Background: an optimization exercise with open tools, aiming at small area. Do not read the settings as production practice. In this exercise RTL edits were held to simulation tests only and were not proved equivalent to the original. Power and IR drop assume default switching activity.

## alpha
==> flow/design.v <==
package readout_pkg;
    typedef logic [7:0]  byte_t;            
    typedef logic [3:0]  channel_cnt_t;     
    typedef logic [31:0] word_t;            
    typedef logic [31:0] rbcp_addr_t;       
    typedef logic [6:0]  fifo_count_t;      
    typedef logic [7:0]  pace_cnt_t;        
    typedef logic [3:0]  credit_t;          
    localparam int FIFO_DEPTH = 64;                     
    localparam pace_cnt_t READ_DELAY_CYCLES = 8'd200;
    localparam credit_t TX_CREDITS = 4'd8;              
    typedef enum logic [1:0] {
        PACER_IDLE,      
        PACER_WAIT,      
        PACER_DRAIN      
    } pacer_state_e;
endpackage
module sample_fifo (
    input  logic               CLK_200M,
    input  logic               CNT125M,
    input  logic               flush_i,       
    input  logic               wr_en_i,
    input  readout_pkg::byte_t wr_data_i,
    input  logic               rd_en_i,       
    output readout_pkg::byte_t rd_data_o,     
    output logic               empty_o,
    output logic               full_o
);
    logic [8*readout_pkg::FIFO_DEPTH-1:0] mem;       
    readout_pkg::fifo_count_t             count;     
    logic                                 wr_ok;     
    assign full_o  = count[6];
    assign empty_o = (count == '0);
    assign wr_ok   = wr_en_i & ~full_o & ~flush_i;   
    always_ff @(posedge CLK_200M) begin
        if (wr_ok) begin
            mem <= {mem[8*readout_pkg::FIFO_DEPTH-9:0], wr_data_i};
        end
    end
    logic [7:0]         hi, lo;
    readout_pkg::byte_t grp [8];         
    always_comb begin
        for (int j = 0; j < 8; j++) begin
            hi[j] = (count[5:3] == j);
            lo[j] = (count[2:0] == j);
        end
        rd_data_o = '0;
        for (int j = 0; j < 8; j++) begin
            grp[j] = '0;
            for (int i = 0; i < 8; i++) begin
                grp[j] = grp[j] | (mem[8*(8*j+i) +: 8] & {8{lo[i]}});
            end
            rd_data_o = rd_data_o | (grp[j] & {8{hi[j]}});
        end
    end
    always_ff @(posedge CLK_200M or posedge CNT125M) begin
        if (CNT125M) begin
            count <= '0;
        end else if (flush_i) begin
            count <= '0;                     
        end else begin
            case ({wr_ok, rd_en_i})
                2'b10:   count <= count + 1'b1;
                2'b01:   count <= count - 1'b1;
                default: count <= count;     
            endcase
        end
    end
endmodule
module readout_pacer (
    input  logic                      CLK_200M,
    input  logic                      CNT125M,
    input  logic                      tcp_open_i,        
    input  logic                      trigger_i,         
    input  readout_pkg::channel_cnt_t rd_channels_i,
    input  logic                      fifo_empty_i,
    input  readout_pkg::byte_t        fifo_data_i,       
    output logic                      fifo_rd_en_o,
    input  logic                      credit_return_i,   
    output logic                      tx_valid_o,
    output readout_pkg::byte_t        tx_data_o
);
    readout_pkg::pacer_state_e state;
    readout_pkg::pace_cnt_t    cnt;          
    readout_pkg::credit_t      credits;      
    assign fifo_rd_en_o = (state == readout_pkg::PACER_DRAIN) &
                          (cnt[5:0] != '0) &
                          (credits != '0) &
                          ~fifo_empty_i;
    assign tx_data_o = fifo_data_i;          
    always_ff @(posedge CLK_200M or posedge CNT125M) begin
        if (CNT125M) begin
            state <= readout_pkg::PACER_IDLE;
        end else if (!tcp_open_i) begin
            state <= readout_pkg::PACER_IDLE;        
        end else begin
            case (state)
                readout_pkg::PACER_IDLE: begin
                    if (trigger_i) state <= readout_pkg::PACER_WAIT;
                end
                readout_pkg::PACER_WAIT: begin
                    if (cnt == '0) state <= readout_pkg::PACER_DRAIN;
                end
                readout_pkg::PACER_DRAIN: begin
                    if (cnt[5:0] == '0) state <= readout_pkg::PACER_IDLE;    
                end
                default: begin
                    state <= readout_pkg::PACER_IDLE;
                end
            endcase
        end
    end
    always_ff @(posedge CLK_200M) begin
        case (state)
            readout_pkg::PACER_IDLE: begin
                cnt <= readout_pkg::READ_DELAY_CYCLES;
            end
            readout_pkg::PACER_WAIT: begin
                if (cnt == '0) begin
                    cnt <= {2'b00, rd_channels_i, 2'b00};    
                end else begin
                    cnt <= cnt - 1'b1;
                end
            end
            default: begin
                if (fifo_rd_en_o) cnt <= cnt - 1'b1;
            end
        endcase
    end
    always_ff @(posedge CLK_200M or posedge CNT125M) begin
        if (CNT125M) begin
            credits    <= readout_pkg::TX_CREDITS;
            tx_valid_o <= 1'b0;
        end else if (!tcp_open_i) begin
            credits    <= readout_pkg::TX_CREDITS;   
            tx_valid_o <= 1'b0;                      
        end else begin
            tx_valid_o <= fifo_rd_en_o;              
            case ({fifo_rd_en_o, credit_return_i})
                2'b10:   credits <= credits - 1'b1;
                2'b01:   credits <= credits + 1'b1;
                default: credits <= credits;         
            endcase
        end
    end
endmodule
module rbcp_regs (
    input  logic                    CLK_200M,
    input  logic                    CNT125M,
    input  readout_pkg::rbcp_addr_t rbcp_addr_i,
    input  readout_pkg::byte_t      rbcp_wd_i,
    input  logic                    rbcp_we_i,
    input  logic                    rbcp_re_i,
    output readout_pkg::byte_t      rbcp_rd_o,      
    output logic                    rbcp_ack_o      
);
    logic [31:2]        addr_reg;        
    readout_pkg::byte_t wd_reg;          
    logic               written;         
    readout_pkg::byte_t lane_a;          
    logic               lane_c;          
    logic [3:1]         carry;           
    readout_pkg::word_t aligned;
    always_ff @(posedge CLK_200M or posedge CNT125M) begin
        if (CNT125M) begin
            written    <= 1'b0;
            rbcp_ack_o <= 1'b0;
        end else begin
            if (rbcp_we_i) written <= 1'b1;
            rbcp_ack_o <= rbcp_re_i | rbcp_we_i;
        end
    end
    always_ff @(posedge CLK_200M) begin
        if (rbcp_we_i) begin
            addr_reg <= rbcp_addr_i[31:2];
            wd_reg   <= rbcp_wd_i;
        end
    end
    assign aligned = {addr_reg, 2'b00};
    always_comb begin
        logic c;
        c = 1'b0;
        for (int i = 0; i < 24; i++) begin
            c = (aligned[i] & wd_reg[i%8]) | ((aligned[i] | wd_reg[i%8]) & c);
            if (i % 8 == 7) carry[i/8+1] = c;
        end
    end
    always_comb begin
        lane_a = aligned[rbcp_addr_i[1:0]*8 +: 8];       
        case (rbcp_addr_i[1:0])
            2'd0:    lane_c = 1'b0;
            2'd1:    lane_c = carry[1];
            2'd2:    lane_c = carry[2];
            default: lane_c = carry[3];
        endcase
    end
    always_ff @(posedge CLK_200M) begin
        rbcp_rd_o <= (lane_a + wd_reg + 8'(lane_c)) & {8{written}};
    end
endmodule
module readout_top (
    input  logic                      CLK_200M,
    input  logic                      CNT125M,
    input  logic                      sample_valid_i,
    input  readout_pkg::byte_t        sample_data_i,
    input  readout_pkg::channel_cnt_t rd_channels_i,     
    output logic                      fifo_full_o,
    input  logic                      tcp_open_i,
    input  logic                      credit_return_i,
    output logic                      tx_valid_o,
    output readout_pkg::byte_t        tx_data_o,
    input  readout_pkg::rbcp_addr_t   rbcp_addr_i,
    input  readout_pkg::byte_t        rbcp_wd_i,
    input  logic                      rbcp_we_i,
    input  logic                      rbcp_re_i,
    output readout_pkg::byte_t        rbcp_rd_o,
    output logic                      rbcp_ack_o
);
    logic               fifo_wr_en;      
    logic               fifo_flush;
    logic               fifo_rd_en;
    logic               fifo_empty;
    readout_pkg::byte_t fifo_data;
    assign fifo_wr_en = sample_valid_i & tcp_open_i;     
    assign fifo_flush = ~tcp_open_i;
    sample_fifo sample_fifo_inst (
        .CLK_200M  (CLK_200M),
        .CNT125M   (CNT125M),
        .flush_i   (fifo_flush),
        .wr_en_i   (fifo_wr_en),
        .wr_data_i (sample_data_i),
        .rd_en_i   (fifo_rd_en),
        .rd_data_o (fifo_data),
        .empty_o   (fifo_empty),
        .full_o    (fifo_full_o)
    );
    readout_pacer readout_pacer_inst (
        .CLK_200M        (CLK_200M),
        .CNT125M         (CNT125M),
        .tcp_open_i      (tcp_open_i),
        .trigger_i       (fifo_wr_en),
        .rd_channels_i   (rd_channels_i),
        .fifo_empty_i    (fifo_empty),
        .fifo_data_i     (fifo_data),
        .fifo_rd_en_o    (fifo_rd_en),
        .credit_return_i (credit_return_i),
        .tx_valid_o      (tx_valid_o),
        .tx_data_o       (tx_data_o)
    );
    rbcp_regs rbcp_regs_inst (
        .CLK_200M    (CLK_200M),
        .CNT125M     (CNT125M),
        .rbcp_addr_i (rbcp_addr_i),
        .rbcp_wd_i   (rbcp_wd_i),
        .rbcp_we_i   (rbcp_we_i),
        .rbcp_re_i   (rbcp_re_i),
        .rbcp_rd_o   (rbcp_rd_o),
        .rbcp_ack_o  (rbcp_ack_o)
    );
endmodule
==> flow/config.mk <==
export PLATFORM = sky130hd
export DESIGN_NAME = readout_top
export DESIGN_NICKNAME = readout_top
export VERILOG_FILES = /design/flow/design.v
export SDC_FILE = /design/flow/constraint.sdc
export NUM_CORES = 4
export LEC_CHECK = 0
export CAP_MARGIN = 20
export CORE_MARGIN = 2
export CORE_UTILIZATION = 40
export SLEW_MARGIN = 20
==> flow/constraint.sdc <==
create_clock -name core_clock -period 5.0 [get_ports {CLK_200M}]
set_input_delay 1.0000 -clock core_clock [delete_from_list [all_inputs] [get_ports {CLK_200M}]]
set_output_delay 1.0000 -clock core_clock [all_outputs]
set_load 0.01 [all_outputs]
standard.sh (not shown) runs the stock make flow with config.mk's settings and CLKGATE_MAP_FILE= SYNTH_SCRIPT=/design/flow/synth_recipe.tcl, a recipe that flattens the netlist after the stock synthesis.
==> flow/flow/run.sh <==
#!/bin/bash
# The standard layout with three changes:
#  - synthesis maps the logic with an area-oriented ABC script (flow/area.abc);
#    everything else in synthesis, registers included, is the standard one;
#  - port buffers use the smallest buffer;
#  - the clock tree is built from small clock buffers (clkbuf_2/clkbuf_4), each
#    driving a cluster of at most 9 registers, without dummy loads.
# The make output goes to standard_make.log in this folder.
set -euo pipefail
WORK=$(pwd)
cat > "$WORK/area_synth.tcl" <<EOT
proc abc {args} {
  set i [lsearch \$args -script]
  if {\$i >= 0} { lset args [expr {\$i + 1}] $WORK/flow/area.abc }
  yosys abc {*}\$args
}
source $WORK/synth_recipe.tcl
EOT
bash standard.sh \
  "SYNTH_SCRIPT=$WORK/area_synth.tcl" \
  "CTS_ARGS=-sink_clustering_enable -repair_clock_nets -dont_use_dummy_load -buf_list {sky130_fd_sc_hd__clkbuf_2 sky130_fd_sc_hd__clkbuf_4} -sink_clustering_size 9 -sink_clustering_max_diameter 60" \
  "BUFFER_PORTS_ARGS=-buffer_cell sky130_fd_sc_hd__buf_1" \
  finish > standard_make.log 2>&1
==> flow/flow/area.abc <==
strash
&get -n
&st
&dch
&nf -R 1000
&put
strash
&get -n
&st
&dch
&nf -R 1000
&put
strash
&get -n
&st
&dch
&nf -R 1000
&put
topo
stime -c
alpha finished end to end and its layout was clean on timing, DRC and antenna.
What beta does differently from alpha at the input level:
diff --git a/flow/flow/run.sh b/flow/flow/run.sh
--- a/flow/flow/run.sh
+++ b/flow/flow/run.sh
@@ -4,6 +4,5 @@
 #    everything else in synthesis, registers included, is the standard one;
 #  - port buffers use the smallest buffer;
-#  - the clock tree is built from small clock buffers (clkbuf_2/clkbuf_4), each
-#    driving a cluster of at most 9 registers, without dummy loads.
+#  - the clock tree uses small buffers in large clusters, without dummy loads.
 # The make output goes to standard_make.log in this folder.
 set -euo pipefail
==> run summary <==
- As far as count of mapped cells out of synthesis goes, alpha and beta are indistinguishable; the numbers are identical.
- From beta to alpha, maximum frequency did not move at all.
- Diff beta..alpha | clock period minus worst slack | unchanged
- From beta to alpha, routing usage on met2 did not move at all.
- Met3 routed wirelength: beta vs alpha identical
- Comparing beta against alpha, there is no change at all in fraction of area in non-clock buffers.
- Post-route fraction of the period consumed by the critical path: alpha vs beta identical
- beta vs. alpha: data arrival time of the worst path saw little to no change; global-route wire length before repair barely changed.
- Total power essentially unchanged between beta and alpha.
- Re post-route cell area: no difference whatsoever between alpha and beta.

[separate check: timing with driven ports]
Ports are ideal in the flow. The routed layouts listed here were re-timed in OpenROAD.
Step 1 assumes that a clkbuf_16 drives the clock port and a buf_2 every other input.
Step 2, shift: input delay + t, output delay - t, t = (earliest + latest rising clock arrival at the registers) / 2. This alone moves slack from input paths to output paths.
Three values: no drivers, after step 1, after step 2; two values: the first two.
| run | t, ns | setup slack, ns | worst data-port slew with drivers (ns) |
|---|---|---|---|
| alpha | 0.816 | 0.278 / 0.226 / 0.504 | 0.07 |
| beta | 0.816 | 0.278 / 0.226 / 0.504 | 0.07 |
After both steps setup and hold are still met in every run listed.
